Source: an optimization exercise on an open RTL-to-GDS flow (aim: a short achievable clock period and few clock cycles). Production flows keep margins and buffers that such runs may drop.
In this exercise RTL edits were held to simulation tests only and were not proved equivalent to the original.
Power figures rest on the tool's default switching activity, not on a simulated workload.

==> design.v <==
package icache_pkg;
  localparam int unsigned ICACHE_OFF_W = $clog2(4);
  localparam int unsigned ICACHE_IDX_W = $clog2(16);
  localparam int unsigned ICACHE_TAG_W = 32 - ICACHE_IDX_W - ICACHE_OFF_W - 2;
  typedef union packed {
    logic [32-1:0] raw;
    struct packed {
      logic [ICACHE_TAG_W-1:0] tag;
      logic [ICACHE_IDX_W-1:0] index;
      logic [ICACHE_OFF_W-1:0] offset;
      logic [1:0]              byte_off;
    } fields;
  } icache_addr_u;
  typedef enum logic [1:0] {
    LOOKUP,
    RESPOND,
    REFILL,
    ALLOCATE
  } icache_state_e;
endpackage
`timescale 1ns/1ps
module icache_top (
  input  logic                      clk_i,
  input  logic                      rst_ni,
  input  logic                      flush_i,
  input  logic                      if_req_i,
  input  logic [32-1:0] if_addr_i,
  output logic                      if_ack_o,
  output logic [31:0]               if_data_o,
  output logic                      m_arvalid_o,
  output logic [32-1:0] m_araddr_o,
  input  logic                      m_arready_i,
  input  logic                      m_rvalid_i,
  input  logic [31:0]               m_rdata_i,
  output logic                      m_rready_o
);
  logic [29:0] addr;
  assign addr = if_addr_i[31:2];
  logic [31:0] mem_q [64];
  logic [23:0] tag_q [16];
  logic [15:0] lval_q;    
  logic [63:0] wval_q;    
  logic [29:0] p_q;       
  logic [29:0] n_q;       
  logic [31:0] d_q;       
  logic        ok_q;      
  logic        lok_q;     
  logic        need_q;    
  logic        byp_q;     
  logic [29:0] last_q;    
  logic [29:0] lb_q;      
  logic [29:0] le_q;      
  logic        lv_q;      
  logic [5:0]  fq_iw_q   [8];   
  logic [7:0]  fq_live_q;
  logic [3:0]  cnt_q;
  logic        rdy_q;          
  logic        arv_q;
  logic [27:0] ar_line_q;
  logic [1:0]  ar_w_q;
  logic [2:0]  eng_cnt_q;   
  logic        eng_live_q;
  logic        lineok_n;
  logic [15:0] eq_n;
  always_comb begin
    for (int i = 0; i < 16; i++) eq_n[i] = lval_q[i] && (tag_q[i] == n_q[29:6]);
  end
  assign lineok_n = eq_n[n_q[5:2]];
  logic [5:0]  head_iw;
  logic        head_live;
  logic        beat, beat_live;
  assign head_iw   = fq_iw_q[0];
  assign head_live = fq_live_q[0];
  assign m_rready_o = rdy_q;
  assign beat      = m_rvalid_i && m_rready_o;
  assign beat_live = beat && head_live;
  logic        fwd_p, fwd_n;
  assign fwd_p = m_rvalid_i && byp_q;
  assign fwd_n = beat_live && (head_iw == n_q[5:0]);
  logic [31:0] d_n;
  logic        ok_n;
  assign d_n  = fwd_n ? m_rdata_i : mem_q[n_q[5:0]];
  assign ok_n = lineok_n && (wval_q[n_q[5:0]] || fwd_n);
  logic        lineok_a, fwd_a, ok_a;
  logic [31:0] d_a;
  assign lineok_a = lval_q[addr[5:2]] && (tag_q[addr[5:2]] == addr[29:6]);
  assign fwd_a    = beat_live && (head_iw == addr[5:0]);
  assign d_a      = fwd_a ? m_rdata_i : mem_q[addr[5:0]];
  assign ok_a     = lineok_a && (wval_q[addr[5:0]] || fwd_a);
  logic        lok_nx;
  always_comb begin
    if (flush_i)       lok_nx = 1'b0;
    else if (ack)      lok_nx = lineok_n;
    else if (miss_new) lok_nx = lineok_a;
    else               lok_nx = lok_q || start;
  end
  logic [29:0] pred_n;
  assign pred_n = (lv_q && (n_q == le_q)) ? lb_q : n_q + 30'd1;
  logic match, ack, miss_new;
  assign match    = (addr == p_q);
  assign ack      = if_req_i && match && (ok_q || fwd_p);
  assign miss_new = if_req_i && !match;
  assign if_ack_o  = ack;
  assign if_data_o = ok_q ? d_q : m_rdata_i;
  logic start, arfire;
  assign start  = if_req_i && match && need_q;
  assign m_arvalid_o = arv_q || start;
  assign m_araddr_o  = arv_q ? {ar_line_q, ar_w_q, 2'b00} : {p_q, 2'b00};
  assign arfire = m_arvalid_o && m_arready_i;
  logic [3:0] cnt_nn, cnt_nf, cnt_n;
  assign cnt_nn = cnt_q - {3'd0, beat};
  assign cnt_nf = cnt_q + 4'd1 - {3'd0, beat};
  assign cnt_n  = arfire ? cnt_nf : cnt_nn;
  logic [2:0] push_at;
  assign push_at = cnt_q[2:0] - {2'd0, beat};
  logic [5:0] fq_iw_nx [8];
  always_comb begin
    for (int i = 0; i < 8; i++) begin
      fq_iw_nx[i] = (beat && i < 7) ? fq_iw_q[(i + 1) % 8] : fq_iw_q[i];
    end
  end
  logic [2:0] eng_cnt_n;
  always_comb begin
    eng_cnt_n = eng_cnt_q;
    if (start) eng_cnt_n = 3'd4;
    if (arfire) eng_cnt_n = eng_cnt_n - 3'd1;
  end
  logic       fire_ns;    
  logic [2:0] eng_ns;
  logic       arv_ns, arv_n, engz_ns;
  assign fire_ns = arv_q && m_arready_i;
  assign eng_ns  = fire_ns ? eng_cnt_q - 3'd1 : eng_cnt_q;
  assign engz_ns = (eng_ns == 3'd0);
  assign arv_ns  = !engz_ns;
  assign arv_n   = start || arv_ns;
  always_ff @(posedge clk_i or negedge rst_ni) begin
    if (!rst_ni) begin
      arv_q      <= 1'b0;
      ar_line_q  <= '0;
      ar_w_q     <= '0;
      eng_cnt_q  <= '0;
      eng_live_q <= 1'b0;
    end else begin
      eng_cnt_q <= eng_cnt_n;
      arv_q     <= arv_n;
      if (start) begin
        ar_line_q  <= p_q[29:2];
        ar_w_q     <= arfire ? p_q[1:0] + 2'd1 : p_q[1:0];
        eng_live_q <= 1'b1;
      end else if (arfire) begin
        ar_w_q <= ar_w_q + 2'd1;
      end
      if (flush_i) eng_live_q <= 1'b0;
    end
  end
  always_ff @(posedge clk_i or negedge rst_ni) begin
    if (!rst_ni) begin
      cnt_q     <= '0;
      rdy_q     <= 1'b0;
      fq_live_q <= '0;
    end else begin
      cnt_q <= cnt_n;
      rdy_q <= arfire || (cnt_nn != 4'd0);
      fq_live_q <= fq_live_nx;
    end
  end
  logic [7:0] fq_live_nx;
  logic [5:0] iw0_nx;
  always_comb begin
    for (int i = 0; i < 8; i++) begin
      fq_live_nx[i] = (i < 7) ? (beat ? fq_live_q[(i + 1) % 8] : fq_live_q[i]) : (!beat && fq_live_q[7]);
      if (flush_i || (start && fq_iw_nx[i][5:2] == p_q[5:2])) fq_live_nx[i] = 1'b0;
      if (arfire && (3'(i) == push_at)) fq_live_nx[i] = (start || eng_live_q) && !flush_i;
    end
    iw0_nx = (arfire && push_at == 3'd0) ? m_araddr_o[7:2] : fq_iw_nx[0];
  end
  always_ff @(posedge clk_i) begin
    for (int i = 0; i < 8; i++) begin
      if (arfire && (3'(i) == push_at)) fq_iw_q[i] <= m_araddr_o[7:2];
      else if (beat && i < 7) fq_iw_q[i] <= fq_iw_q[(i + 1) % 8];
    end
  end
  always_ff @(posedge clk_i or negedge rst_ni) begin
    if (!rst_ni) begin
      lval_q <= '0;
      wval_q <= '0;
    end else begin
      if (beat_live && !flush_i && !(start && head_iw[5:2] == p_q[5:2])) begin
        wval_q[head_iw] <= 1'b1;
      end
      if (start) begin
        lval_q[p_q[5:2]]        <= 1'b1;
        wval_q[p_q[5:2]*4 +: 4] <= 4'b0000;
      end
      if (flush_i) lval_q <= '0;
    end
  end
  always_ff @(posedge clk_i) begin
    if (start) tag_q[p_q[5:2]] <= p_q[29:6];
    if (beat_live) mem_q[head_iw] <= m_rdata_i;
  end
  always_ff @(posedge clk_i or negedge rst_ni) begin
    if (!rst_ni) begin
      p_q    <= '0;
      n_q    <= '0;
      ok_q   <= 1'b0;
      lok_q  <= 1'b0;
      need_q <= 1'b0;
      byp_q  <= 1'b0;
      last_q <= '0;
      lb_q   <= '0;
      le_q   <= '0;
      lv_q   <= 1'b0;
    end else begin
      if (ack) begin
        p_q    <= n_q;
        n_q    <= pred_n;
        ok_q   <= ok_n;
        lok_q  <= lineok_n;
        last_q <= p_q;
      end else if (miss_new) begin
        p_q    <= addr;
        n_q    <= addr + 30'd1;
        ok_q   <= ok_a;
        lok_q  <= lineok_a;
        if (addr == lb_q) begin
          le_q <= last_q;
          lv_q <= 1'b1;
        end else begin
          lb_q <= addr;
          lv_q <= 1'b0;
        end
      end else begin
        if (fwd_p) ok_q <= 1'b1;
        if (start) lok_q <= 1'b1;
      end
      if (flush_i) begin
        ok_q  <= 1'b0;
        lok_q <= 1'b0;
      end
      need_q <= !start && !lok_nx && engz_ns;
      byp_q  <= ack      ? fq_live_nx[0] && (iw0_nx == n_q[5:0]) && lineok_n :
                miss_new ? fq_live_nx[0] && (iw0_nx == addr[5:0]) && lineok_a :
                           fq_live_nx[0] && (iw0_nx == p_q[5:0]) && (lok_q || start) && !flush_i;
    end
  end
  always_ff @(posedge clk_i) begin
    if (ack) begin
      d_q <= d_n;
    end else if (miss_new) begin
      d_q <= d_a;
    end else if (fwd_p) begin
      d_q <= m_rdata_i;
    end
  end
endmodule
==> flow/run.sh <==
#!/bin/bash
# Standard ORFS layout, with the delay cells kept out of the port buffers and
# timing repair (plain buffers are faster for the I/O paths).
set -euo pipefail
export DONT_USE_CELLS="sky130_fd_sc_hd__clkdlybuf4s15_1 sky130_fd_sc_hd__clkdlybuf4s15_2 sky130_fd_sc_hd__clkdlybuf4s18_1 sky130_fd_sc_hd__clkdlybuf4s18_2 sky130_fd_sc_hd__clkdlybuf4s25_1 sky130_fd_sc_hd__clkdlybuf4s25_2 sky130_fd_sc_hd__clkdlybuf4s50_1 sky130_fd_sc_hd__clkdlybuf4s50_2 sky130_fd_sc_hd__dlygate4sd1_1 sky130_fd_sc_hd__dlygate4sd2_1 sky130_fd_sc_hd__dlygate4sd3_1 sky130_fd_sc_hd__dlymetal6s2s_1 sky130_fd_sc_hd__dlymetal6s4s_1 sky130_fd_sc_hd__dlymetal6s6s_1"
export BUFFER_PORTS_ARGS="-buffer_cell sky130_fd_sc_hd__buf_4"
bash standard.sh > standard.log 2>&1
==> standard.sh <==
#!/bin/bash
# synth_recipe.tcl (not shown) runs the flow's synth.tcl, then flattens the netlist and writes it again
# the make line also repeats each setting of config.mk as NAME=value (left out here)
make -C /OpenROAD-flow-scripts/flow DESIGN_CONFIG=/design/flow/config.mk WORK_HOME=/design/flow/orfs CLKGATE_MAP_FILE= SYNTH_SCRIPT=/design/flow/synth_recipe.tcl "${@:-finish}"
==> config.mk <==
export PLATFORM = sky130hd
export DESIGN_NAME = icache_top
export DESIGN_NICKNAME = icache_top
export VERILOG_FILES = /design/flow/design.v
export SDC_FILE = /design/flow/constraint.sdc
export NUM_CORES = 4
export LEC_CHECK = 0
export ABC_CLOCK_PERIOD_IN_PS = 1500
export CAP_MARGIN = 20
export CORE_MARGIN = 2
export CORE_UTILIZATION = 45
export PLACE_DENSITY = 0.6
export SETUP_SLACK_MARGIN = 2.5
export SLEW_MARGIN = 20
==> constraint.sdc <==
create_clock -name core_clock -period 6.0 [get_ports {clk_i}]
set_input_delay 1.2000 -clock core_clock [delete_from_list [all_inputs] [get_ports {clk_i}]]
set_output_delay 1.2000 -clock core_clock [all_outputs]
set_load 0.01 [all_outputs]
==> results of run 1 <==
-- worst max-delay path, stage by stage --
cell	delay, ns
buf_4	0.20
inv_1	0.39
o2111ai_1	0.20
nor3_1	0.23
nand4_1	0.26
nor2_4	0.18
buf_6	0.14
buf_6	0.10
-- how the worst min path moves through the flow --
stage / from / endpoint / slack (ns) / cells past startpoint
floorplan: ar_line_q[10] / ar_line_q[10] / 0.43 / 2
global placement: ar_line_q[20] / ar_line_q[20] / 0.45 / 2
detailed placement: ar_line_q[12] / ar_line_q[12] / 0.45 / 2
CTS: rst_ni / le_q[24] / 0.28 / 1
global route: rst_ni / le_q[21] / 0.31 / 1
finish: rst_ni / le_q[21] / 0.25 / 1
-- layout make-up --
class                   instances  share of cell area
flip-flops and latches       2795               0.538
well taps                    3919              0.0320
clock inverters               170             0.00974
clock buffers                 387              0.0534
multi-input cells            3721               0.326
inverters                      43             0.00124
repair buffers                575              0.0402
diodes                          8            0.000131
-- sequential cells by signal (all words and copies together), names as in the netlist, 2 cells and up --
| signal | count |
|---|---|
| lb_q | 30 |
| le_q | 30 |
| eng_cnt_q | 3 |
| wval_q | 64 |
| d_q | 32 |
| last_q | 30 |
| p_q | 30 |
| n_q | 30 |
| ar_w_q | 2 |
| lval_q | 16 |
| fq_iw_q | 48 |
| mem_q | 2048 |
| ar_line_q | 28 |
| tag_q | 384 |
| cnt_q | 4 |
| fq_live_q | 8 |
-- where the power goes --
| group | total [W] | switching (W) | internal, W | leakage, nW |
|---|---|---|---|---|
| sequential | 0.0219 | 0.000401 | 0.0215 | 26.3 |
| clock | 0.0185 | 0.00801 | 0.0105 | 4.71 |
| combinational | 0.00654 | 0.00368 | 0.00285 | 18.6 |
-- Yosys cell counts (7+ instances only) --
cell / instances / area (µm²)
a21oi_1: 136 / 681
a221oi_1: 12 / 105
a22oi_1: 38 / 285
a31oi_1: 16 / 100
and2_1: 14 / 87.6
and3_1: 25 / 156
buf_1: 144 / 541
buf_2: 24 / 120
buf_4: 7 / 52.6
buf_6: 7 / 78.8
clkbuf_1: 376 / 1410
dfrtp_1: 283 / 7080
dfxtp_1: 30 / 601
edfxtp_1: 2482 / 74500
ha_1: 18 / 225
inv_1: 40 / 150
mux2_2: 132 / 1490
mux2i_1: 87 / 871
mux4_2: 1480 / 33300
nand2_1: 254 / 953
nand2b_1: 24 / 150
nand3_1: 74 / 370
nand4_1: 97 / 607
nor2_1: 285 / 1070
nor2b_1: 24 / 150
nor3_1: 49 / 245
nor4_1: 67 / 419
o211ai_1: 27 / 203
o21ai_0: 121 / 606
o22ai_1: 37 / 231
xnor2_1: 388 / 3400
xor2_1: 228 / 2000
-- per-stage QoR --
step / setup WS [ns] / instance area (µm²) / hold slack, ns / util
5_1_grt: 1.85 / 153000 / 0.314 / 0.521
3_3_place_gp: 0.927 / 141000 / 0.450 / 0.478
4_1_cts: 1.81 / 152000 / 0.283 / 0.519
2_1_floorplan: 1.79 / 134000 / 0.433 / -
3_5_place_dp: 0.881 / 141000 / 0.453 / 0.478
6_report: 1.89 / 153000 / 0.246 / 0.521
-- cell usage in the layout (no fill, tap or decap), drive strengths merged, types with 38 or more instances in the layout --
cell type  netlist  layout
a22oi           38      38
dfrtp          283     283
clkinv           1     125
edfxtp        2482    2482
mux2           132     132
buf            182     561
nor4            69      69
a21oi          137     137
nand2          254     255
xnor2          388     388
inv             42      54
nand4           97      97
nand3           74      74
nor3            49      49
mux4          1482    1482
xor2           228     228
clkbuf         376     392
o21ai          124     124
nor2           285     297
mux2i           87      87
-- kinds of logic (layout without fill, tap and decap cells) --
group / count (synthesis) / count (layout) / synth area share
flip-flops: 2795 / 2795 / 0.618
multiplexers: 1701 / 1701 / 0.269
AND/OR/NAND/NOR: 952 / 965 / 0.0340
XOR/XNOR: 616 / 616 / 0.0406
buffers and inverters: 601 / 1175 / 0.0178
AO/OA/AOI/OAI: 419 / 419 / 0.0187
adder cells (fa/ha/maj): 18 / 18 / 0.00169
other: 1 / 10 / 0.0000282
-- layer usage --
metal	part of all wire	vias up
met5	0.00035	-
met3	0.11	1012
met1	0.37	42700
met4	0.051	9
met2	0.47	4819
li1	-	30200
-- what timing repair did --
action	4_1_cts	5_1_grt
setup endpoints to repair	921	446
gates resized for setup	186	59
gates cloned	26	5
pin swaps	30	10
setup buffers	76	29
==> metrics.md, run 1 <==
| Metric | Value |
|---|---|
| H-Tree Depth | 5 |
| P per Cell Area | ~310 mW/mm² |
| Data required time of the worst path | about 4.8 ns |
| Pwr Total | between 0.04 and 0.05 W |
| Post-route DRC | 0 |
| Die area | ~0.3 mm² |
| Reg-to-Reg End | byp_q |
| Max Cap Viol | 0 |
| FP Rows | ~200 |
| CTS tree | built |
| Area of the multi-input gates | ~0.05 mm² |
| Number of synthesis warnings | 3 |
| First DRT Iteration DRCs | 11000 |
| Register area | slightly above 0.08 mm² |
| Seq/Total Area, Yosys | 0.618 |
| Critical Path Start Type | input pin |
| Crit-path max FO | 8 |
| Via density | roughly 6.8 |
| R2r startpoint | n_q[13] |
| Core footprint | 0.294 mm² |
| Fin nets | approximately 7500 |
| GR peak layer | met2 |
| Met3 track demand over resource | 0.0715 |
| EDFF count, synth | between 2000 and 2500 |
| CTS max path bufs | 4 |
| Unique masters post-synth | 63 |
| # hold bufs at CTS | 0 |
| Via Count | between 70000 and 80000 |
| Fmax | approximately 240 MHz |
| Flop2flop setup slack | between 2 and 2.5 ns |
| Crit path time final | approximately 4.1 ns |
| Worst-Skew Late Latency | 0.93 ns |
| Ys async rst share | 0.101 |
| Gr usage total | 0.301 |
| Vias in the first global route | 79000 |
| Leakage | 49.7 nW |
| Largest net degree at the start of global routing | roughly 150 |
| Routed length per instance | between 30 and 40 µm |
| Horiz. Die Dim | approximately 550 µm |
| I/O pins | around 140 |
| CTS Root Cell | clkbuf_16 |
| CTS clk-pin slew, worst paths | ~0.06 ns |
| CTS Buf Count | between 300 and 400 |
| Die Y | 548 µm |
| Setup_tns | 0 ns |
| ANT nets after route | 0 |
| Outcome | finished clean |
| Area grow syn2layout | 15.1% |
| Filler instances | roughly 23000 |
| Drt pass-1 iters | 8 |
| Total grt overflow | 0 |
| Cells after synthesis | a little over 7000 |
| Final HPWL DP | approximately 260000 µm |
| Worst setup EP type | primary output |
| Syn avg cell area | approximately 19 µm² |
| Top FF cell, synth | edfxtp_1 |
| Seq cells post-synth | between 2000 and 3000 |
| GR Util met1 | 0.406 |
| Layout cells sized above 1 | 0.369 |
| R2R depth | 11 |
| Slew Limit Fails | 0 |
| Clock Sinks | around 2800 |
| Slew @ Worst Pin | around 1.1 ns |
| Worst Setup SP | if_addr_i[8] |
| Dpl cells | 10900 |
| First-pass GRT wire length | 627000 µm |
| Initial Util | 0.452 |
| Min-delay worst type | input pin to asynchronous set/reset pin |
| Total Wirelength | 454000 µm |
| Setup CP Type | input pin to primary output |
| RSZ-0062 raised after global routing | true |
| Slew HR | 0.290 |
| Number of port buffers | ~130 |
| Worst EP arrival | roughly 2.9 ns |
| Worst setup endpoint | if_ack_o |
| Fin crit share | 0.685 |
| Finished Layout Cells | 11600 |
| Mapped Area | between 0.1 and 0.15 mm² |
| GRT met2 Usage | 0.467 |
| IR Drop Worst-Case VDD | about 0.00027 V |
| Gp weighted congestion | between 0.9 and 1 |
| Hold Violations, Final | 0 |
| Final setup fails | 0 |
| Layout Skew | 0.0536 ns |
| Initial antenna violation count | 18 |
Testbench counts, summed over its fixed seeds: cycles 29,144.
==> inputs of run 2 (changes only) <==
--- a/config.mk
+++ b/config.mk
@@ -5,7 +5,7 @@
 export SDC_FILE = /design/flow/constraint.sdc
 export NUM_CORES = 4
 export LEC_CHECK = 0
-export ABC_CLOCK_PERIOD_IN_PS = 1500
+export ABC_CLOCK_PERIOD_IN_PS = 3500
 export CAP_MARGIN = 20
 export CORE_MARGIN = 2
 export CORE_UTILIZATION = 45
==> metrics.md, run 2 <==
| Metric | Value |
|---|---|
| CTS max path bufs | 4 (unchanged) |
| CTS Buf Count | 308 (unchanged) |
| Via density | 6.78 (unchanged) |
| Clock Sinks | 2795 (unchanged) |
| RSZ-0062 raised after global routing | true |
| Area of the multi-input gates | 0.0498 mm² (unchanged) |
| Flop2flop setup slack | 2.33 ns (about the same) |
| Clock power frac | 0.394 (about the same) |
| Slew HR | 0.290 (unchanged) |
| Gp weighted congestion | 0.951 (unchanged) |
| Largest Register | mem_q |
| Unique masters post-synth | 63 (unchanged) |
| ANT nets after route | 0 (unchanged) |
| Commonest cells after routing, fill and taps aside | edfxtp_1 (2482), mux4_2 (1482), buf_4 (413) |
| First-pass GRT wire length | 627000 µm (unchanged) |
| Leakage | 49.7 nW (unchanged) |
| Most frequent CP cell | buf_6 |
| Total grt overflow | 0 (unchanged) |
| Max Cap Viol | 0 (unchanged) |
| Layout Skew | 0.0536 ns (unchanged) |
| Final setup fails | 0 (unchanged) |
| Synth Area in Adders | 0.00169 (unchanged) |
| Mapped Area | 0.133 mm² (unchanged) |
| Leading cell type by number of instances after synthesis | edfxtp_1 |
| Die area | 0.300 mm² (unchanged) |
| Cells after synthesis | 7103 (unchanged) |
| Slew @ Worst Pin | 1.06 ns (unchanged) |
| CTS clk-pin slew, worst paths | 0.06 ns (about the same) |
| Worst setup EP type | primary output |
| Drt pass-1 iters | 8 (unchanged) |
| Mux cell area share after synthesis | 0.269 (unchanged) |
| Via Count | 78800 (unchanged) |
| Syn avg cell area | 18.7 µm² (unchanged) |
| Horiz. Die Dim | 548 µm (unchanged) |
| # hold bufs at CTS | 0 (unchanged) |
| Critical Path Start Type | input pin |
| Commonest non-fill, non-tap cell in the layout | edfxtp_1 |
| Min-delay worst type | input pin to asynchronous set/reset pin |
| I/O pins | 137 (unchanged) |
| Yosys top cell area share | 0.561 (unchanged) |
| Seq cells post-synth | 2795 (unchanged) |
| Worst EP arrival | 2.91 ns (about the same) |
| Register area | 0.0823 mm² (unchanged) |
| Max reg flops | 2048 (unchanged) |
| R2r startpoint | n_q[13] |
| Synth cell count leaders | edfxtp_1 (2482), mux4_2 (1480), xnor2_1 (388) |
| Initial antenna violation count | 18 (unchanged) |
| Largest family of logic cells by synthesized area | multiplexers |
| Simple-Gate Fraction of Synth Area | 0.0340 (unchanged) |
| Total Wirelength | 454000 µm (unchanged) |
| Fmax | 243 MHz (unchanged) |
| FP Rows | 199 (unchanged) |
| Data required time of the worst path | 4.80 ns (about the same) |
| Number of synthesis warnings | 3 (unchanged) |
| Crit path time final | 4.11 ns (unchanged) |
| Filler instances | 23200 (unchanged) |
| Leading area contributor after synthesis | edfxtp_1 |
| EDFF count, synth | 2482 (unchanged) |
| Dpl cells | 10900 (unchanged) |
| Area grow syn2layout | 15.1% (unchanged) |
| Finished Layout Cells | 11600 (unchanged) |
| Final Cell Area | 0.153 mm² (unchanged) |
| Switching Share | 0.258 (unchanged) |
| Worst-Skew Late Latency | 0.93 ns (about the same) |
| Sequential Power Share | 0.466 (about the same) |
| Final HPWL DP | 262000 µm (unchanged) |
| Hold Violations, Final | 0 (unchanged) |
| Crit-path max FO | 8 (unchanged) |
| Top FF cell, synth | edfxtp_1 |
| Routed length per instance | 39.1 µm (unchanged) |
| Layout cells sized above 1 | 0.369 (unchanged) |
| Internal power | 0.0349 W (unchanged) |
| Worst Setup SP | if_addr_i[8] |
| Fin crit share | 0.685 (unchanged) |
| Seq/Total Area, Yosys | 0.618 (unchanged) |
| Post-layout util | 0.521 (unchanged) |
| Placed inst area | 0.141 mm² (unchanged) |
| Combinational Power Share | 0.139 (about the same) |
| P per Cell Area | 307 mW/mm² (unchanged) |
| Top post-synthesis cells by area | edfxtp_1 (56%), mux4_2 (25%), dfrtp_1 (5.3%) |
| Number of port buffers | 132 (unchanged) |
| XOR/XNOR share of the synthesized area | 0.0406 (unchanged) |
| First DRT Iteration DRCs | 11000 (unchanged) |
| Cell breakdown of the critical path | buf_4, inv_1, o2111ai_1, nor3_1, nand4_1, nor2_4, buf_6, buf_6 |
| Gr usage total | 0.301 (unchanged) |
| Initial Util | 0.452 (unchanged) |
| IR Drop Worst-Case VDD | 0.000274 V (unchanged) |
| Fin nets | 7532 (unchanged) |
| Sw Pwr | 0.0121 W (unchanged) |
| Synth Area in Compound Gates | 0.0187 (unchanged) |
| Setup CP Type | input pin to primary output |
| Crit-path max cell delay | 0.39 ns (about the same) |
| CTS Root Cell | clkbuf_16 |
| Core footprint | 0.294 mm² (unchanged) |
| Vias in the first global route | 79000 (unchanged) |
| CTS tree | built |
| Largest net degree at the start of global routing | 151 (unchanged) |
| H-Tree Depth | 5 (unchanged) |
| Slew Limit Fails | 0 (unchanged) |
| Post-route DRC | 0 (unchanged) |
| Cell at the slowest stage of the critical path | inv_1 |
| Setup_tns | 0 ns (unchanged) |
| Outcome | finished clean |
| Ys async rst share | 0.101 (unchanged) |
| Die Y | 548 µm (unchanged) |
[run 2: cell counts in the layout (fill, tap and decap cells not counted)]
No cell type changed its count.
[run 2: power groups by stage]
stage	clock network (W)	registers, W	logic (W)
2_1_floorplan	0	0.0221	0.00421
3_3_place_gp	0	0.0223	0.00604
3_5_place_dp	0	0.0223	0.00611
4_1_cts	0.0188	0.0219	0.00645
5_1_grt	0.0195	0.0219	0.00686
6_report	0.0185	0.0219	0.00654
[run 2: metrics by stage]
stage	worst slack [ns]	hold slack, ns	total power, W
detailed placement	0.881	0.453	0.0285
global placement	0.927	0.450	0.0284
finish	1.89	0.246	0.0470
global route	1.85	0.314	0.0482
floorplan	1.79	0.433	0.0263
CTS	1.81	0.283	0.0471
[run 2: repair_timing]
item,4_1_cts,5_1_grt
pin swaps,30,10
endpoints found under the setup margin,921,446
buffers inserted,76,29
resized for setup,186,59
cloned,26,5
[run 2: cell type report]
type,count,share of cell area
Timing Repair Buffer,575,0.0402
Inverter,43,0.00124
Clock buffer,387,0.0534
Multi-Input combinational cell,3721,0.326
Antenna cell,8,0.000131
Tap cell,3919,0.0320
Clock inverter,170,0.00974
Sequential cell,2795,0.538
[run 2: cells by family (layout without fill, tap and decap cells)]
group	Yosys count	after routing
compound gates	419	419
xor+xnor	616	616
fa+ha+maj	18	18
buf+inv	601	1175
flops	2795	2795
mux	1701	1701
other cells	1	10
simple gates	952	965
[run 2: final timing paths]
| kind | cells after the start | endpoint |
|---|---|---|
| worst max register to register | 11 | byp_q |
| max in group asynchronous | 2 | lval_q[5] |
| worst min-delay path | 1 | le_q[21] |
| worst max-delay path | 8 | if_ack_o |
| min in group core_clock | 2 | ar_line_q[12] |
| worst min register to register | 2 | ar_line_q[12] |
[run 2: critical path: cells and delay by family]
| kind | cells | cell delay, ns |
|---|---|---|
| and+or+nand+nor | 3 | 0.67 |
| buffers and inverters | 4 | 0.83 |
| AOI/OAI and AO/OA | 1 | 0.20 |
[run 2: metal layers]
layer / vias up / wire (µm) / GRT usage
li1: 30200 / - / -
met1: 42700 / 170000 / 0.406
met2: 4819 / 212000 / 0.467
met3: 1012 / 48900 / 0.0715
met4: 9 / 23300 / 0.134
met5: - / 158 / 0.00253
==> inputs of run 3 (changes only) <==
--- a/design.v
+++ b/design.v
@@ -41,6 +41,7 @@
   logic [15:0] lval_q;    
   logic [63:0] wval_q;    
   logic [29:0] p_q;       
+  logic [29:0] pn_q;      
   logic [29:0] n_q;       
   logic [31:0] d_q;       
   logic        ok_q;      
@@ -100,11 +101,13 @@
   assign match    = (addr == p_q);
   assign ack      = if_req_i && match && (ok_q || fwd_p);
   assign miss_new = if_req_i && !match;
-  assign if_ack_o  = ack;
+  logic match_o;
+  assign match_o  = (addr == ~pn_q);
+  assign if_ack_o = if_req_i && match_o && (ok_q || fwd_p);
   assign if_data_o = ok_q ? d_q : m_rdata_i;
   logic start, arfire;
   assign start  = if_req_i && match && need_q;
-  assign m_arvalid_o = arv_q || start;
+  assign m_arvalid_o = arv_q || (if_req_i && match_o && need_q);
   assign m_araddr_o  = arv_q ? {ar_line_q, ar_w_q, 2'b00} : {p_q, 2'b00};
   assign arfire = m_arvalid_o && m_arready_i;
   logic [3:0] cnt_nn, cnt_nf, cnt_n;
@@ -202,6 +205,7 @@
   always_ff @(posedge clk_i or negedge rst_ni) begin
     if (!rst_ni) begin
       p_q    <= '0;
+      pn_q   <= '1;
       n_q    <= '0;
       ok_q   <= 1'b0;
       lok_q  <= 1'b0;
@@ -214,12 +218,14 @@
     end else begin
       if (ack) begin
         p_q    <= n_q;
+        pn_q   <= ~n_q;
         n_q    <= pred_n;
         ok_q   <= ok_n;
         lok_q  <= lineok_n;
         last_q <= p_q;
       end else if (miss_new) begin
         p_q    <= addr;
+        pn_q   <= ~addr;
         n_q    <= addr + 30'd1;
         ok_q   <= ok_a;
         lok_q  <= lineok_a;
==> metrics.md, run 3 <==
| Metric | Value |
|---|---|
| Largest Register | mem_q |
| First-pass GRT wire length | 635000 µm (+1.3%) |
| Max reg flops | 2048 (unchanged) |
| Crit path time final | 3.86 ns (-0.251 ns) |
| Fin nets | 7595 (+0.84%) |
| Pwr Total | 0.0476 W (+1.4%) |
| Mapped Area | 0.135 mm² (+1.4%) |
| CTS Root Cell | clkbuf_16 |
| Yosys top cell area share | 0.553 (-0.00765) |
| Critical Path Start Type | input pin |
| Top FF cell, synth | edfxtp_1 |
| Initial antenna violation count | 25 (+7) |
| Leakage | 50.6 nW (+1.8%) |
| Crit-path max cell delay | 0.34 ns (-0.05 ns) |
| Finished Layout Cells | 11700 (+0.76%) |
| Core footprint | 0.298 mm² (+1.3%) |
| Final setup fails | 0 (unchanged) |
| Seq/Total Area, Yosys | 0.616 (-0.00259) |
| Post-route DRC | 0 (unchanged) |
| Syn avg cell area | 18.7 µm² (-0.33%) |
| ANT nets after route | 0 (unchanged) |
| Layout cells sized above 1 | 0.365 (-0.00423) |
| Cell at the slowest stage of the critical path | xor2_2 |
| Leading area contributor after synthesis | edfxtp_1 |
| Gr usage total | 0.302 (+0.00143) |
| Total Wirelength | 460000 µm (+1.2%) |
| Worst EP arrival | 2.66 ns (-0.25 ns) |
| Outcome | finished clean |
| Hold Violations, Final | 0 (unchanged) |
| Initial Util | 0.453 (+0.000511) |
| First DRT Iteration DRCs | 11300 (+2.4%) |
| Crit path max-delay family | buffers and inverters |
| H-Tree Depth | 5 (unchanged) |
| Seq cells post-synth | 2825 (+1.1%) |
| Routed length per instance | 39.3 µm (+0.44%) |
| Commonest cells after routing, fill and taps aside | edfxtp_1 (2482), mux4_2 (1478), buf_4 (347) |
| Crit-path max FO | 28 (+20) |
| Total grt overflow | 0 (unchanged) |
| Layout Skew | 0.0437 ns (-0.00983 ns) |
| Worst setup EP type | primary output |
| # hold bufs at CTS | 0 (unchanged) |
| Unique masters post-synth | 82 (+30%) |
| Via Count | 79500 (+0.91%) |
| Worst-Skew Late Latency | 0.92 ns (about the same) |
| Gp weighted congestion | 0.928 (-2.3%) |
| Largest net degree at the start of global routing | 132 (-13%) |
| Slew @ Worst Pin | 1.17 ns (+0.106 ns) |
| Hold slack | 0.225 ns (-0.0211 ns) |
| Final HPWL DP | 265000 µm (+1.0%) |
| I/O pins | 137 (unchanged) |
| Final Cell Area | 0.155 mm² (+1.2%) |
| Vias in the first global route | 79400 (+0.52%) |
| Die area | 0.304 mm² (+1.4%) |
| Fin crit share | 0.643 (-0.0419) |
| Horiz. Die Dim | 551 µm (+0.68%) |
| Via density | 6.79 (+0.16%) |
| P per Cell Area | 308 mW/mm² (+0.24%) |
| RSZ-0062 raised after global routing | true |
| CTS Buf Count | 313 (+1.6%) |
| Leading cell type by number of instances after synthesis | edfxtp_1 |
| Number of port buffers | 132 (unchanged) |
| CTS clk-pin slew, worst paths | 0.06 ns (about the same) |
| Number of synthesis warnings | 3 (unchanged) |
| CP Buf/Inv Count | 3 (-1) |
| Cell breakdown of the critical path | buf_8, xor2_2, nand4_1, nor2_2, a41oi_2, inv_1, buf_4 |
| IR Drop Worst-Case VDD | 0.000237 V (-14%) |
| Top post-synthesis cells by area | edfxtp_1 (55%), mux4_2 (25%), dfrtp_1 (5.3%) |
| Ys async rst share | 0.111 (+0.00954) |
| Clock Sinks | 2825 (+1.1%) |
| CTS max path bufs | 4 (unchanged) |
| Min-delay worst type | input pin to asynchronous set/reset pin |
| Setup CP Type | input pin to primary output |
| Cells after synthesis | 7225 (+1.7%) |
| FP Rows | 200 (+0.50%) |
| Dpl cells | 11000 (+1.1%) |
| EDFF count, synth | 2482 (unchanged) |
| Fmax | 259 MHz (+6.5%) |
| Drt pass-1 iters | 5 (-3) |
| Setup_tns | 0 ns (unchanged) |
| Slew Limit Fails | 0 (unchanged) |
| Synth cell count leaders | edfxtp_1 (2482), mux4_2 (1478), xnor2_1 (336) |
| Die Y | 551 µm (+0.68%) |
| Slew HR | 0.220 (-0.0692) |
| Data required time of the worst path | 4.80 ns (about the same) |
| Max Cap Viol | 0 (unchanged) |
| Placed inst area | 0.142 mm² (+1.2%) |
| Area grow syn2layout | 14.9% |
| Commonest non-fill, non-tap cell in the layout | edfxtp_1 |
| CTS tree | built |
## run 3: changes by cell type in the layout (fill, tap and decap cells not counted), sizes merged, moves of 27 or more
cell,before,now
o21a,1,32
dfstp,0,30
mux2i,87,122
buf,561,524
nand2,255,291
xnor2,388,336
clkbuf,392,419
xor2,228,315
a21oi,137,94
o21ai,124,87
## run 3: timing repair
item | CTS | global route
gates cloned | 11 | 3
setup buffers | 34 | 46
pin swaps | 11 | 14
resized for setup | 185 | 114
endpoints found under the setup margin | 917 | 741
## run 3: final timing paths
path | startpoint | end | slack (ns) | depth (start not counted)
worst max-delay path | if_addr_i[3] | m_arvalid_o | 2.14 | 7
worst min-delay path | rst_ni | eng_cnt_q[0] | 0.22 | 1
worst max register to register | n_q[1] | n_q[22] | 2.53 | 10
worst min register to register | last_q[7] | last_q[7] | 0.46 | 2
max in group asynchronous | rst_ni | n_q[1] | 4.30 | 3
min in group core_clock | last_q[7] | last_q[7] | 0.46 | 2
## run 3: logic make-up after synthesis
group | Yosys count | share of synthesized area
muxes | 1745 | 0.269
other | 1 | 0.0000278
AOI/OAI and AO/OA | 396 | 0.0187
and+or+nand+nor | 978 | 0.0338
DFF | 2825 | 0.616
xor gates and xnor gates | 651 | 0.0424
buffers and inverters | 611 | 0.0190
adders and majority gates | 18 | 0.00167
## run 3: report_power, final
group          internal, W  switching (W)  leakage (nW)
clock network       0.0111        0.00819          4.90
logic              0.00269        0.00359          19.0
registers           0.0217       0.000380          26.6
total               0.0355         0.0122          50.6
## run 3: layout make-up
| cell class | count | area, µm² |
|---|---|---|
| clock inverters | 156 | 1670 |
| well taps | 3939 | 4930 |
| repair buffers | 533 | 5800 |
| flip-flops and latches | 2825 | 83100 |
| fillers | 23500 | 143000 |
| diodes | 6 | 15.0 |
| clock buffers | 413 | 8440 |
| inverters | 44 | 185 |
| multi-input cells | 3790 | 50700 |
## run 3: metal layers
layer | vias up | global-route usage | share of wire
met5 | - | 0 | 0.00017
met4 | 12 | 0.130 | 0.050
met3 | 976 | 0.0633 | 0.11
met2 | 4938 | 0.464 | 0.46
met1 | 43100 | 0.420 | 0.38
li1 | 30500 | - | -
## run 3: stage by stage
stage                     setup WS, ns   util
after floorplan                   1.90      -
after global placement           0.941  0.478
after detailed placement         0.995  0.478
after CTS                         2.12  0.517
after global routing              2.13  0.520
final                             2.14  0.520
Testbench counts of run 3, summed over its fixed seeds: cycles 29,144.
==> inputs of run 4 (changes only) <==
--- a/design.v
+++ b/design.v
@@ -48,6 +48,7 @@
   logic        lok_q;     
   logic        need_q;    
   logic        byp_q;     
+  logic        mode_q;    
   logic [29:0] last_q;    
   logic [29:0] lb_q;      
   logic [29:0] le_q;      
@@ -82,28 +83,24 @@
   logic        ok_n;
   assign d_n  = fwd_n ? m_rdata_i : mem_q[n_q[5:0]];
   assign ok_n = lineok_n && (wval_q[n_q[5:0]] || fwd_n);
-  logic        lineok_a, fwd_a, ok_a;
-  logic [31:0] d_a;
-  assign lineok_a = lval_q[addr[5:2]] && (tag_q[addr[5:2]] == addr[29:6]);
-  assign fwd_a    = beat_live && (head_iw == addr[5:0]);
-  assign d_a      = fwd_a ? m_rdata_i : mem_q[addr[5:0]];
-  assign ok_a     = lineok_a && (wval_q[addr[5:0]] || fwd_a);
+  logic sel_n;
+  assign sel_n = ack || (mode_q && !miss_new);
   logic        lok_nx;
   always_comb begin
     if (flush_i)       lok_nx = 1'b0;
-    else if (ack)      lok_nx = lineok_n;
-    else if (miss_new) lok_nx = lineok_a;
+    else if (sel_n)    lok_nx = lineok_n;
+    else if (miss_new) lok_nx = 1'b0;
     else               lok_nx = lok_q || start;
   end
   logic [29:0] pred_n;
   assign pred_n = (lv_q && (n_q == le_q)) ? lb_q : n_q + 30'd1;
   logic match, ack, miss_new;
   assign match    = (addr == p_q);
-  assign ack      = if_req_i && match && (ok_q || fwd_p);
+  assign ack      = if_req_i && match && !mode_q && (ok_q || fwd_p);
   assign miss_new = if_req_i && !match;
   logic match_o;
   assign match_o  = (addr == ~pn_q);
-  assign if_ack_o = if_req_i && match_o && (ok_q || fwd_p);
+  assign if_ack_o = if_req_i && match_o && !mode_q && (ok_q || fwd_p);
   assign if_data_o = ok_q ? d_q : m_rdata_i;
   logic start, arfire;
   assign start  = if_req_i && match && need_q;
@@ -211,6 +208,7 @@
       lok_q  <= 1'b0;
       need_q <= 1'b0;
       byp_q  <= 1'b0;
+      mode_q <= 1'b0;
       last_q <= '0;
       lb_q   <= '0;
       le_q   <= '0;
@@ -226,9 +224,10 @@
       end else if (miss_new) begin
         p_q    <= addr;
         pn_q   <= ~addr;
-        n_q    <= addr + 30'd1;
-        ok_q   <= ok_a;
-        lok_q  <= lineok_a;
+        n_q    <= addr;
+        ok_q   <= 1'b0;
+        lok_q  <= 1'b0;
+        mode_q <= 1'b1;
         if (addr == lb_q) begin
           le_q <= last_q;
           lv_q <= 1'b1;
@@ -236,6 +235,11 @@
           lb_q <= addr;
           lv_q <= 1'b0;
         end
+      end else if (mode_q) begin
+        n_q    <= pred_n;
+        ok_q   <= ok_n;
+        lok_q  <= lineok_n;
+        mode_q <= 1'b0;
       end else begin
         if (fwd_p) ok_q <= 1'b1;
         if (start) lok_q <= 1'b1;
@@ -244,17 +248,15 @@
         ok_q  <= 1'b0;
         lok_q <= 1'b0;
       end
-      need_q <= !start && !lok_nx && engz_ns;
-      byp_q  <= ack      ? fq_live_nx[0] && (iw0_nx == n_q[5:0]) && lineok_n :
-                miss_new ? fq_live_nx[0] && (iw0_nx == addr[5:0]) && lineok_a :
+      need_q <= !start && !miss_new && !lok_nx && engz_ns;
+      byp_q  <= sel_n    ? fq_live_nx[0] && (iw0_nx == n_q[5:0]) && lineok_n :
+                miss_new ? 1'b0 :
                            fq_live_nx[0] && (iw0_nx == p_q[5:0]) && (lok_q || start) && !flush_i;
     end
   end
   always_ff @(posedge clk_i) begin
-    if (ack) begin
+    if (sel_n) begin
       d_q <= d_n;
-    end else if (miss_new) begin
-      d_q <= d_a;
     end else if (fwd_p) begin
       d_q <= m_rdata_i;
     end
==> metrics.md, run 4 <==
| Metric | Value |
|---|---|
| Flop2flop setup slack | 2.49 ns (-0.04 ns) |
| First-pass GRT wire length | 448000 µm (-29%) |
| Area grow syn2layout | 14.8% (about the same) |
| Critical Path Start Type | flip-flop |
| EDFF count, synth | 2482 (unchanged) |
| FP Rows | 185 (-7.5%) |
| Leading area contributor after synthesis | edfxtp_1 |
| Largest net degree at the start of global routing | 123 (-6.8%) |
| Leading cell type by number of instances after synthesis | edfxtp_1 |
| Simple-Gate Fraction of Synth Area | 0.0362 (+0.00241) |
| Synth cell count leaders | edfxtp_1 (2482), mux4_2 (693), xor2_1 (344) |
| Worst setup EP type | primary output |
| Final Cell Area | 0.131 mm² (-15%) |
| Hold Violations, Final | 0 (unchanged) |
| Total grt overflow | 0 (unchanged) |
| Max reg flops | 2048 (unchanged) |
| Largest family of logic cells by synthesized area | multiplexers |
| Ys async rst share | 0.111 (+0.000315) |
| Final setup fails | 0 (unchanged) |
| Worst Setup SP | pn_q[22] |
| Die area | 0.258 mm² (-15%) |
| P per Cell Area | 343 mW/mm² (+11%) |
| Crit-path max FO | 2 (-93%) |
| H-Tree Depth | 5 (unchanged) |
| Layout cells sized above 1 | 0.285 (-0.0796) |
| Layout Skew | 0.0881 ns (+0.0444 ns) |
| Filler instances | 20100 (-15%) |
| Min-delay worst type | input pin to asynchronous set/reset pin |
| Horiz. Die Dim | 508 µm (-7.8%) |
| Die Y | 508 µm (-7.8%) |
| Data required time of the worst path | 4.80 ns (about the same) |
| First DRT Iteration DRCs | 7415 (-34%) |
| Yosys top cell area share | 0.651 (+0.0984) |
| Slew HR | 0.265 (+0.0440) |
| Core footprint | 0.253 mm² (-15%) |
| Final HPWL DP | 180000 µm (-32%) |
| Syn avg cell area | 19.2 µm² (+3.0%) |
| Worst-Skew Late Latency | 0.95 ns (+0.03 ns) |
| Via Count | 60000 (-25%) |
| Mapped Area | 0.114 mm² (-15%) |
| Setup CP Type | flip-flop to primary output |
| Clock Sinks | 2826 (+0.035%) |
| Slew @ Worst Pin | 1.10 ns (-0.0687 ns) |
| CTS tree | built |
| Placed inst area | 0.121 mm² (-15%) |
| Top post-synthesis cells by area | edfxtp_1 (65%), mux4_2 (14%), dfrtp_1 (6.2%) |
| Fin crit share | 0.676 (+0.0332) |
| Number of port buffers | 132 (unchanged) |
| Synth Area in Adders | 0.00186 (+0.000188) |
| Drt pass-1 iters | 5 (unchanged) |
| Fin nets | 6389 (-16%) |
| Max Cap Viol | 0 (unchanged) |
| Total Wirelength | 318000 µm (-31%) |
| Worst setup endpoint | m_arvalid_o |
| Cells after synthesis | 5956 (-18%) |
| Routed length per instance | 32.1 µm (-18%) |
| IR Drop Worst-Case VDD | 0.000317 V (+34%) |
| Crit path time final | 4.06 ns (+0.199 ns) |
| Gp weighted congestion | 0.857 (-7.7%) |
| Largest Register | mem_q |
| Slew Limit Fails | 0 (unchanged) |
| Fmax | 247 MHz (-4.9%) |
| I/O pins | 137 (unchanged) |
| Outcome | finished clean |
| ANT nets after route | 0 (unchanged) |
| Mux cell area share after synthesis | 0.159 (-0.110) |
| Post-route DRC | 0 (unchanged) |
| Seq/Total Area, Yosys | 0.726 (+0.110) |
| Setup_tns | 0 ns (unchanged) |
| Commonest non-fill, non-tap cell in the layout | edfxtp_1 |
| CTS Root Cell | clkbuf_16 |
| Top FF cell, synth | edfxtp_1 |
| Seq cells post-synth | 2826 (+0.035%) |
| Gr usage total | 0.245 (-0.0573) |
| Via density | 6.06 (-11%) |
| Unique masters post-synth | 70 (-15%) |
| Initial antenna violation count | 30 (+20%) |
| Synth Area in Compound Gates | 0.0175 (-0.00117) |
| CTS clk-pin slew, worst paths | 0.06 ns (about the same) |
| Leakage | 43.5 nW (-14%) |
| Vias in the first global route | 59400 (-25%) |
| Reg-to-Reg End | d_q[11] |
| Initial Util | 0.451 (-0.00154) |
| R2R depth | 9 (-1) |
| CTS Buf Count | 313 (unchanged) |
| CTS max path bufs | 4 (unchanged) |
| RSZ-0062 raised after global routing | true |
| Number of synthesis warnings | 3 (unchanged) |
| Commonest cells after routing, fill and taps aside | edfxtp_1 (2482), mux4_2 (693), xor2_1 (339) |
| Worst EP arrival | 2.86 ns (+0.20 ns) |
| # hold bufs at CTS | 0 (unchanged) |
| XOR/XNOR share of the synthesized area | 0.0448 (+0.00242) |
| R2r startpoint | p_q[15] |
==> run 4: per-layer routing <==
layer	global-route usage	part of all wire	up-vias
met5	0	0.00010	-
met4	0.0696	0.028	6
met3	0.0387	0.080	475
met2	0.379	0.47	2623
met1	0.361	0.42	32500
li1	-	-	24400
==> run 4: power by group <==
part           leakage (nW)  switching (W)  total (W)  internal [W]
clock network          4.63        0.00755     0.0180        0.0105
logic                  12.2        0.00299    0.00501       0.00202
registers              26.6       0.000338     0.0220        0.0217
==> run 4: what timing repair did <==
action	CTS	global route
buffers inserted	27	6
setup endpoints to repair	697	59
resized for setup	50	41
pin swaps	11	6
cloned	2	2
==> run 4: area by class of cell <==
class	count	area [µm²]	area share
flip-flops and latches	2826	83100	0.633
multi-input cells	2734	30900	0.235
diodes	9	22.5	0.000172
clock buffers	399	8420	0.0642
repair buffers	395	3550	0.0270
clock inverters	136	1020	0.00778
inverters	32	133	0.00101
well taps	3366	4210	0.0321
==> run 4: cell families (layout without fill, tap and decap cells) <==
| group | Yosys count | after routing |
|---|---|---|
| muxes | 929 | 929 |
| buffers and inverters | 399 | 962 |
| other | 1 | 11 |
| DFF | 2826 | 2826 |
| and+or+nand+nor | 873 | 875 |
| xor gates and xnor gates | 585 | 585 |
| adders and majority gates | 17 | 17 |
| AOI/OAI and AO/OA | 326 | 326 |
==> run 4: critical path, stage by stage, from the launching register on <==
cell and delay [ns]:
dfstp_2 0.54, xor2_1 0.36, nand2_1 0.18, nor4_4 0.23
buf_4 0.21, nand2_4 0.07, o21bai_4 0.20, buf_6 0.14
==> run 4: metrics by stage <==
| step | power [W] | util | std cells | setup WS (ns) | hold WS, ns |
|---|---|---|---|---|---|
| 2_1_floorplan | 0.0254 | - | 5957 | 2.11 | 0.440 |
| 4_1_cts | 0.0453 | 0.517 | 9880 | 1.85 | 0.364 |
| 3_5_place_dp | 0.0273 | 0.478 | 9316 | 0.903 | 0.456 |
| 3_3_place_gp | 0.0273 | 0.478 | 9316 | 0.951 | 0.453 |
| 6_report | 0.0450 | 0.518 | 9897 | 1.94 | 0.372 |
| 5_1_grt | 0.0463 | 0.518 | 9892 | 1.85 | 0.413 |
==> run 4: worst min path at each step <==
stage                   from       endpoint  slack, ns  cells after the start
2_1_floorplan  ar_line_q[27]  ar_line_q[27]       0.44                      2
3_3_place_gp        pn_q[19]       pn_q[19]       0.45                      2
3_5_place_dp        pn_q[12]       pn_q[12]       0.46                      2
4_1_cts               rst_ni  ar_line_q[24]       0.36                      1
5_1_grt               rst_ni  ar_line_q[24]       0.41                      1
6_report              rst_ni  ar_line_q[24]       0.37                      1
Testbench counts of run 4, summed over its fixed seeds: cycles 29,485.
==> inputs of run 5 (changes only) <==
--- a/design.v
+++ b/design.v
@@ -42,6 +42,7 @@
   logic [63:0] wval_q;    
   logic [29:0] p_q;       
   logic [29:0] pn_q;      
+  logic        pv_q;      
   logic [29:0] n_q;       
   logic [31:0] d_q;       
   logic        ok_q;      
@@ -49,6 +50,7 @@
   logic        need_q;    
   logic        byp_q;     
   logic        mode_q;    
+  logic        alloc_q;   
   logic [29:0] last_q;    
   logic [29:0] lb_q;      
   logic [29:0] le_q;      
@@ -95,12 +97,12 @@
   logic [29:0] pred_n;
   assign pred_n = (lv_q && (n_q == le_q)) ? lb_q : n_q + 30'd1;
   logic match, ack, miss_new;
-  assign match    = (addr == p_q);
-  assign ack      = if_req_i && match && !mode_q && (ok_q || fwd_p);
+  assign match    = pv_q && (addr == p_q);
+  assign ack      = if_req_i && match && !mode_q && !alloc_q && (ok_q || fwd_p);
   assign miss_new = if_req_i && !match;
   logic match_o;
-  assign match_o  = (addr == ~pn_q);
-  assign if_ack_o = if_req_i && match_o && !mode_q && (ok_q || fwd_p);
+  assign match_o  = pv_q && (addr == ~pn_q);
+  assign if_ack_o = if_req_i && match_o && !mode_q && !alloc_q && (ok_q || fwd_p);
   assign if_data_o = ok_q ? d_q : m_rdata_i;
   logic start, arfire;
   assign start  = if_req_i && match && need_q;
@@ -185,30 +187,31 @@
       lval_q <= '0;
       wval_q <= '0;
     end else begin
+      if (alloc_q) begin
+        lval_q[p_q[5:2]]        <= 1'b1;
+        wval_q[p_q[5:2]*4 +: 4] <= 4'b0000;
+      end
       if (beat_live && !flush_i && !(start && head_iw[5:2] == p_q[5:2])) begin
         wval_q[head_iw] <= 1'b1;
       end
-      if (start) begin
-        lval_q[p_q[5:2]]        <= 1'b1;
-        wval_q[p_q[5:2]*4 +: 4] <= 4'b0000;
-      end
       if (flush_i) lval_q <= '0;
     end
   end
   always_ff @(posedge clk_i) begin
-    if (start) tag_q[p_q[5:2]] <= p_q[29:6];
+    if (alloc_q) tag_q[p_q[5:2]] <= p_q[29:6];
     if (beat_live) mem_q[head_iw] <= m_rdata_i;
   end
   always_ff @(posedge clk_i or negedge rst_ni) begin
     if (!rst_ni) begin
       p_q    <= '0;
-      pn_q   <= '1;
+      pv_q   <= 1'b0;
       n_q    <= '0;
       ok_q   <= 1'b0;
       lok_q  <= 1'b0;
       need_q <= 1'b0;
       byp_q  <= 1'b0;
       mode_q <= 1'b0;
+      alloc_q <= 1'b0;
       last_q <= '0;
       lb_q   <= '0;
       le_q   <= '0;
@@ -216,14 +219,13 @@
     end else begin
       if (ack) begin
         p_q    <= n_q;
-        pn_q   <= ~n_q;
         n_q    <= pred_n;
         ok_q   <= ok_n;
         lok_q  <= lineok_n;
         last_q <= p_q;
       end else if (miss_new) begin
         p_q    <= addr;
-        pn_q   <= ~addr;
+        pv_q   <= 1'b1;
         n_q    <= addr;
         ok_q   <= 1'b0;
         lok_q  <= 1'b0;
@@ -249,9 +251,17 @@
         lok_q <= 1'b0;
       end
       need_q <= !start && !miss_new && !lok_nx && engz_ns;
+      alloc_q <= start;
       byp_q  <= sel_n    ? fq_live_nx[0] && (iw0_nx == n_q[5:0]) && lineok_n :
                 miss_new ? 1'b0 :
                            fq_live_nx[0] && (iw0_nx == p_q[5:0]) && (lok_q || start) && !flush_i;
+    end
+  end
+  always_ff @(posedge clk_i) begin
+    if (ack) begin
+      pn_q <= ~n_q;
+    end else if (miss_new) begin
+      pn_q <= ~addr;
     end
   end
   always_ff @(posedge clk_i) begin
==> metrics.md, run 5 <==
| Metric | Value |
|---|---|
| Synth Area in Adders | 0.00186 (+0.00000311) |
| Cell breakdown of the critical path | buf_12, xor2_1, nand4_1, nor4_4, buf_4, a41oi_4, inv_4, buf_6 |
| CP Buf/Inv Count | 4 (+2) |
| Largest Register | mem_q |
| Initial Util | 0.454 (+0.00211) |
| XOR/XNOR share of the synthesized area | 0.0455 (+0.000765) |
| Core footprint | 0.252 mm² (-0.63%) |
| FP Rows | 184 (-0.54%) |
| Clock Sinks | 2828 (+0.071%) |
| RSZ-0062 raised after global routing | true |
| IR Drop Worst-Case VDD | 0.000270 V (-15%) |
| Gp weighted congestion | 0.830 (-3.1%) |
| Number of synthesis warnings | 3 (unchanged) |
| Crit path max-delay family | simple AND/OR/NAND/NOR gates |
| Min-delay worst type | input pin to asynchronous set/reset pin |
| Pwr Total | 0.0457 W (+1.4%) |
| Filler instances | 19900 (-0.91%) |
| Seq/Total Area, Yosys | 0.728 (+0.00264) |
| Number of port buffers | 132 (unchanged) |
| Slew Limit Fails | 0 (unchanged) |
| CTS max path bufs | 4 (unchanged) |
| Worst setup EP type | primary output |
| Worst setup endpoint | m_arvalid_o |
| Largest net degree at the start of global routing | 115 (-6.5%) |
| Leading cell type by number of instances after synthesis | edfxtp_1 |
| Reg-to-Reg End | d_q[26] |
| Gr usage total | 0.237 (-0.00801) |
| Worst EP arrival | 2.64 ns (-0.22 ns) |
| Layout cells sized above 1 | 0.286 (+0.00114) |
| Post-route DRC | 0 (unchanged) |
| Seq cells post-synth | 2828 (+0.071%) |
| CTS tree | built |
| # hold bufs at CTS | 0 (unchanged) |
| Synth Area in Compound Gates | 0.0152 (-0.00229) |
| Setup CP Type | input pin to primary output |
| Area grow syn2layout | 15.0% |
| Horiz. Die Dim | 508 µm (about the same) |
| First DRT Iteration DRCs | 5882 (-21%) |
| Largest family of logic cells by synthesized area | multiplexers |
| CTS Root Cell | clkbuf_16 |
| I/O pins | 137 (unchanged) |
| Dpl ws | 0.897 ns (-0.00531 ns) |
| Crit path time final | 3.84 ns (-0.216 ns) |
| Routed length per instance | 31.4 µm (-2.1%) |
| Worst-Skew Late Latency | 0.93 ns (-0.02 ns) |
| ANT nets after route | 0 (unchanged) |
| Cell at the slowest stage of the critical path | nor4_4 |
| Total grt overflow | 0 (unchanged) |
| First-pass GRT wire length | 435000 µm (-3.0%) |
| Initial antenna violation count | 20 (-33%) |
| Crit-path max cell delay | 0.33 ns (-0.21 ns) |
| Leading area contributor after synthesis | edfxtp_1 |
| Slew @ Worst Pin | 1.14 ns (+0.0388 ns) |
| Setup_tns | 0 ns (unchanged) |
| Critical Path Start Type | input pin |
| EDFF count, synth | 2512 (+1.2%) |
| Cells after synthesis | 5837 (-2.0%) |
| Leakage | 43.3 nW (-0.32%) |
| Final setup fails | 0 (unchanged) |
| Final HPWL DP | 176000 µm (-2.4%) |
| Top post-synthesis cells by area | edfxtp_1 (66%), mux4_2 (14%), dfrtp_1 (6.3%) |
| Yosys top cell area share | 0.660 (+0.00898) |
| Flop2flop setup slack | 2.52 ns (+0.03 ns) |
| CTS clk-pin slew, worst paths | 0.06 ns (about the same) |
| Commonest cells after routing, fill and taps aside | edfxtp_1 (2512), mux4_2 (691), clkbuf_16 (325) |
| H-Tree Depth | 5 (unchanged) |
| Worst Setup SP | if_addr_i[19] |
| Crit-path max FO | 6 (+4) |
| Crit. path cell count | 8 (+1) |
| Fmax | 260 MHz (+5.6%) |
| Mux cell area share after synthesis | 0.163 (+0.00448) |
| Unique masters post-synth | 69 (-1.4%) |
| R2R depth | 5 (-4) |
| Hold Violations, Final | 0 (unchanged) |
| Vias in the first global route | 58900 (-0.84%) |
| Commonest non-fill, non-tap cell in the layout | edfxtp_1 |
| Slew HR | 0.239 (-0.0259) |
| Layout Skew | 0.0575 ns (-0.0306 ns) |
| Max reg flops | 2048 (unchanged) |
| Fin nets | 6276 (-1.8%) |
| Outcome | finished clean |
| Max Cap Viol | 0 (unchanged) |
| Die area | 0.258 mm² (-0.16%) |
| Die Y | 508 µm (about the same) |
| Ys async rst share | 0.101 (-0.00998) |
| Total Wirelength | 306000 µm (-3.5%) |
| CTS Buf Count | 307 (-1.9%) |
| Via Count | 58000 (-3.4%) |
| Syn avg cell area | 19.6 µm² (+1.9%) |
| Synth cell count leaders | edfxtp_1 (2512), mux4_2 (691), xnor2_1 (305) |
| Top FF cell, synth | edfxtp_1 |
| Mapped Area | 0.114 mm² (-0.17%) |
| Setup WS post-layout | 2.16 ns (+0.216 ns) |
| Drt pass-1 iters | 7 (+2) |
| Data required time of the worst path | 4.80 ns (about the same) |
| Via density | 5.94 (-2.0%) |
| Fin crit share | 0.640 (-0.0361) |
| R2r startpoint | n_q[1] |
| P per Cell Area | 348 mW/mm² (+1.3%) |
| Simple-Gate Fraction of Synth Area | 0.0310 (-0.00520) |
-- run 5: cell type report --
class | instances | area [µm²] | share of cell area
Multi-Input combinational cell | 2628 | 30500 | 0.232
Clock buffer | 411 | 8510 | 0.0648
Antenna cell | 6 | 15.0 | 0.000114
Tap cell | 3348 | 4190 | 0.0319
Timing Repair Buffer | 394 | 3930 | 0.0299
Sequential cell | 2828 | 83200 | 0.634
Clock inverter | 107 | 835 | 0.00635
Inverter | 30 | 134 | 0.00102
-- run 5: logic make-up (layout without fill, tap and decap cells) --
logic type      count (synthesis)  count (layout)
compound gates                303             304
xor+xnor                      594             594
fa+ha+maj                      17              17
buf+inv                       385             942
flops                        2828            2828
mux                           977             977
other cells                     1               8
simple gates                  732             734
-- run 5: worst min path at each step --
| stage | slack (ns) | from | end |
|---|---|---|---|
| after global placement | 0.46 | wval_q[36] | wval_q[36] |
| after CTS | 0.37 | rst_ni | cnt_q[3] |
| after global routing | 0.36 | rst_ni | cnt_q[1] |
| after detailed placement | 0.47 | wval_q[18] | wval_q[18] |
| final | 0.33 | rst_ni | cnt_q[3] |
| after floorplan | 0.44 | last_q[2] | last_q[2] |
-- run 5: timing repair --
item,in CTS,in global routing
endpoints found under the setup margin,361,231
buffers inserted,36,7
pin swaps,14,2
gates resized for setup,108,39
cloned,9,5
-- run 5: per-layer routing --
metal,vias up,track usage,wire [µm]
li1,24100,-,-
met4,4,0.0679,8980
met3,492,0.0373,20700
met2,2149,0.401,155000
met1,31300,0.318,122000
met5,-,0,27
-- run 5: per-stage QoR --
step | instance area [µm²] | hold WS [ns] | util | std cells
2_1_floorplan | 115000 | 0.444 | - | 5838
3_3_place_gp | 120000 | 0.457 | 0.478 | 9167
3_5_place_dp | 121000 | 0.468 | 0.479 | 9170
4_1_cts | 131000 | 0.366 | 0.520 | 9733
5_1_grt | 131000 | 0.363 | 0.521 | 9748
6_report | 131000 | 0.326 | 0.522 | 9752
-- run 5: report_power, final --
part           total, W  internal [W]  switching (W)
logic           0.00573       0.00235        0.00338
clock network    0.0179        0.0105        0.00741
registers        0.0221        0.0217       0.000313
-- run 5: worst register-to-register path: cells and delay by family (launching register included) --
family   cells  cell delay (ns)
buf+inv      1             0.45
mux          4             2.07
flops        1             0.73
Testbench counts of run 5, summed over its fixed seeds: cycles 29,485.
==> inputs of run 6 (changes only) <==
--- a/design.v
+++ b/design.v
@@ -42,6 +42,7 @@
   logic [63:0] wval_q;    
   logic [29:0] p_q;       
   logic [29:0] pn_q;      
+  logic [29:0] pa_q;      
   logic        pv_q;      
   logic [29:0] n_q;       
   logic [31:0] d_q;       
@@ -106,7 +107,9 @@
   assign if_data_o = ok_q ? d_q : m_rdata_i;
   logic start, arfire;
   assign start  = if_req_i && match && need_q;
-  assign m_arvalid_o = arv_q || (if_req_i && match_o && need_q);
+  logic match_a;
+  assign match_a = pv_q && (addr == pa_q);
+  assign m_arvalid_o = arv_q || (if_req_i && match_a && need_q);
   assign m_araddr_o  = arv_q ? {ar_line_q, ar_w_q, 2'b00} : {p_q, 2'b00};
   assign arfire = m_arvalid_o && m_arready_i;
   logic [3:0] cnt_nn, cnt_nf, cnt_n;
@@ -260,8 +263,10 @@
   always_ff @(posedge clk_i) begin
     if (ack) begin
       pn_q <= ~n_q;
+      pa_q <= n_q;
     end else if (miss_new) begin
       pn_q <= ~addr;
+      pa_q <= addr;
     end
   end
   always_ff @(posedge clk_i) begin
==> metrics.md, run 6 <==
| Metric | Value |
|---|---|
| Outcome | finished clean |
| Gr usage total | 0.235 (-0.00135) |
| Top post-synthesis cells by area | edfxtp_1 (66%), mux4_2 (13%), dfrtp_1 (6.2%) |
| Commonest non-fill, non-tap cell in the layout | edfxtp_1 |
| Unique masters post-synth | 65 (-5.8%) |
| Crit-path max cell delay | 0.31 ns (-0.02 ns) |
| Syn avg cell area | 19.4 µm² (-0.68%) |
| CTS Buf Count | 318 (+3.6%) |
| Post-layout util | 0.523 (+0.00174) |
| Min-delay worst type | input pin to asynchronous set/reset pin |
| Crit path max-delay family | simple AND/OR/NAND/NOR gates |
| Cells after synthesis | 5947 (+1.9%) |
| Fin nets | 6459 (+2.9%) |
| First-pass GRT wire length | 442000 µm (+1.7%) |
| Worst-Skew Late Latency | 0.96 ns (+0.03 ns) |
| Horiz. Die Dim | 511 µm (+0.59%) |
| Max Cap Viol | 0 (unchanged) |
| Via density | 5.95 (+0.15%) |
| First DRT Iteration DRCs | 6869 (+17%) |
| Leading area contributor after synthesis | edfxtp_1 |
| Fin crit share | 0.625 (-0.0154) |
| Leakage | 43.9 nW (+1.4%) |
| Gp weighted congestion | 0.864 (+4.1%) |
| H-Tree Depth | 5 (unchanged) |
| Vias in the first global route | 60500 (+2.6%) |
| Via Count | 59500 (+2.6%) |
| Crit path time final | 3.75 ns (-0.0924 ns) |
| Worst EP arrival | 2.55 ns (-0.09 ns) |
| Fmax | 267 MHz (+2.5%) |
| Slew HR | 0.218 (-0.0206) |
| I/O pins | 137 (unchanged) |
| CTS clk-pin slew, worst paths | 0.06 ns (about the same) |
| Crit-path max FO | 7 (+1) |
| CTS Root Cell | clkbuf_16 |
| Synth cell count leaders | edfxtp_1 (2542), mux4_2 (691), xnor2_1 (318) |
| Data required time of the worst path | 4.80 ns (about the same) |
| Setup CP Type | input pin to primary output |
| IR Drop Worst-Case VDD | 0.000351 V (+30%) |
| Largest family of logic cells by synthesized area | multiplexers |
| CTS max path bufs | 4 (unchanged) |
| Total grt overflow | 0 (unchanged) |
| Hold Violations, Final | 0 (unchanged) |
| EDFF count, synth | 2542 (+1.2%) |
| P per Cell Area | 348 mW/mm² (+0.15%) |
| Cell at the slowest stage of the critical path | nor4_4 |
| Yosys top cell area share | 0.660 (about the same) |
| Final setup fails | 0 (unchanged) |
| Simple-Gate Fraction of Synth Area | 0.0319 (+0.000902) |
| Leading cell type by number of instances after synthesis | edfxtp_1 |
| Slew @ Worst Pin | 1.17 ns (+0.0284 ns) |
| Synth Area in Adders | 0.00184 (-0.0000219) |
| Top FF cell, synth | edfxtp_1 |
| Die Y | 511 µm (+0.59%) |
| Seq/Total Area, Yosys | 0.727 (-0.000767) |
| Area grow syn2layout | 16.0% |
| ANT nets after route | 0 (unchanged) |
| Layout Skew | 0.100 ns (+0.0426 ns) |
| Seq cells post-synth | 2858 (+1.1%) |
| Initial antenna violation count | 21 (+5.0%) |
| Max reg flops | 2048 (unchanged) |
| Cell breakdown of the critical path | buf_4, xor2_2, nand4_1, nor4_4, nand2_1, nor4_2, buf_4 |
| Setup_tns | 0 ns (unchanged) |
| Largest net degree at the start of global routing | 129 (+12%) |
| # hold bufs at CTS | 0 (unchanged) |
| Critical Path Start Type | input pin |
| Die area | 0.261 mm² (+1.2%) |
| Total Wirelength | 309000 µm (+0.96%) |
| FP Rows | 186 (+1.1%) |
| Number of port buffers | 132 (unchanged) |
| Number of synthesis warnings | 3 (unchanged) |
| Slew Limit Fails | 0 (unchanged) |
## run 6: cell count changes after synthesis, sizes merged, moves of 19 or more
| cell | delta |
|---|---|
| o21ai | -43 |
| a21oi | +23 |
| edfxtp | +30 |
| nor2 | +19 |
| nand2 | -33 |
| a221o | +19 |
| inv | +32 |
| clkbuf | +64 |
| buf | -60 |
## run 6: path summary, 6_finish.rpt
path,slack (ns),cells after the start,end
worst min-delay path,0.32,1,ar_line_q[24]
worst max-delay path,2.25,7,if_ack_o
max in group asynchronous,4.22,2,ar_line_q[22]
worst max register to register,2.43,12,d_q[16]
min in group core_clock,0.48,2,wval_q[60]
worst min register to register,0.48,2,wval_q[60]
## run 6: worst reg2reg max path, stage by stage, from the launching register on
cell	delay, ns
dfrtp_2	0.54
xnor2_2	0.22
nand3b_1	0.09
or4_1	0.54
or4_4	0.66
nor2_4	0.17
nor2_4	0.06
buf_6	0.12
nor2_4	0.16
nand2_8	0.14
buf_12	0.19
buf_16	0.15
mux2_2	0.28
## run 6: per-layer routing
metal  part of all wire  routed length, µm  vias to the layer above  GRT usage
li1                   -                  -                    24600          -
met1               0.41             128000                    32000      0.327
met2               0.49             151000                     2301      0.385
met3              0.072              22200                      505     0.0422
met4              0.028               8600                        4     0.0627
met5           0.000074                 23                        -          0
## run 6: cell families (layout without fill, tap and decap cells)
| group | count (synthesis) | in the layout |
|---|---|---|
| AOI/OAI and AO/OA | 301 | 302 |
| xor gates and xnor gates | 616 | 616 |
| adders and majority gates | 17 | 17 |
| buffers and inverters | 420 | 1069 |
| DFF | 2858 | 2858 |
| muxes | 984 | 984 |
| other | 1 | 7 |
| and+or+nand+nor | 750 | 753 |
## run 6: timing repair
item | CTS | global route
pin swaps | 17 | 9
resized for setup | 137 | 60
setup buffers | 56 | 28
gates cloned | 13 | 3
endpoints found under the setup margin | 555 | 385
## run 6: report_power, final
group,total [W],internal (W),switching (W)
Sequential,0.0224,0.0220,0.000372
Clock,0.0183,0.0106,0.00764
Combinational,0.00604,0.00249,0.00355
## run 6: area by class of cell
cell class                      instances  area, µm²
Sequential cell                      2858      84200
Tap cell                             3384       4230
Timing Repair Buffer                  459       4560
Antenna cell                            5       12.5
Fill cell                           20000     122000
Clock inverter                        139       1060
Clock buffer                          410       8580
Multi-Input combinational cell       2674      31200
Inverter                               61        245
## run 6: stage by stage
stage          instances  instance area [µm²]  setup WS [ns]
2_1_floorplan       5948               116000           1.97
3_3_place_gp        9333               122000           1.01
3_5_place_dp        9334               122000          0.994
4_1_cts             9952               133000           2.20
5_1_grt             9987               134000           2.22
6_report            9990               134000           2.25
Testbench counts of run 6, summed over its fixed seeds: cycles 29,485.

Check on run 6: ideal ports give 2.252 ns setup slack; a clkbuf_16 on the clock port and buf_2 on the inputs give 2.216 ns; moving port delays by the midpoint clock arrival (1.008 ns) as well gives 1.486 ns.
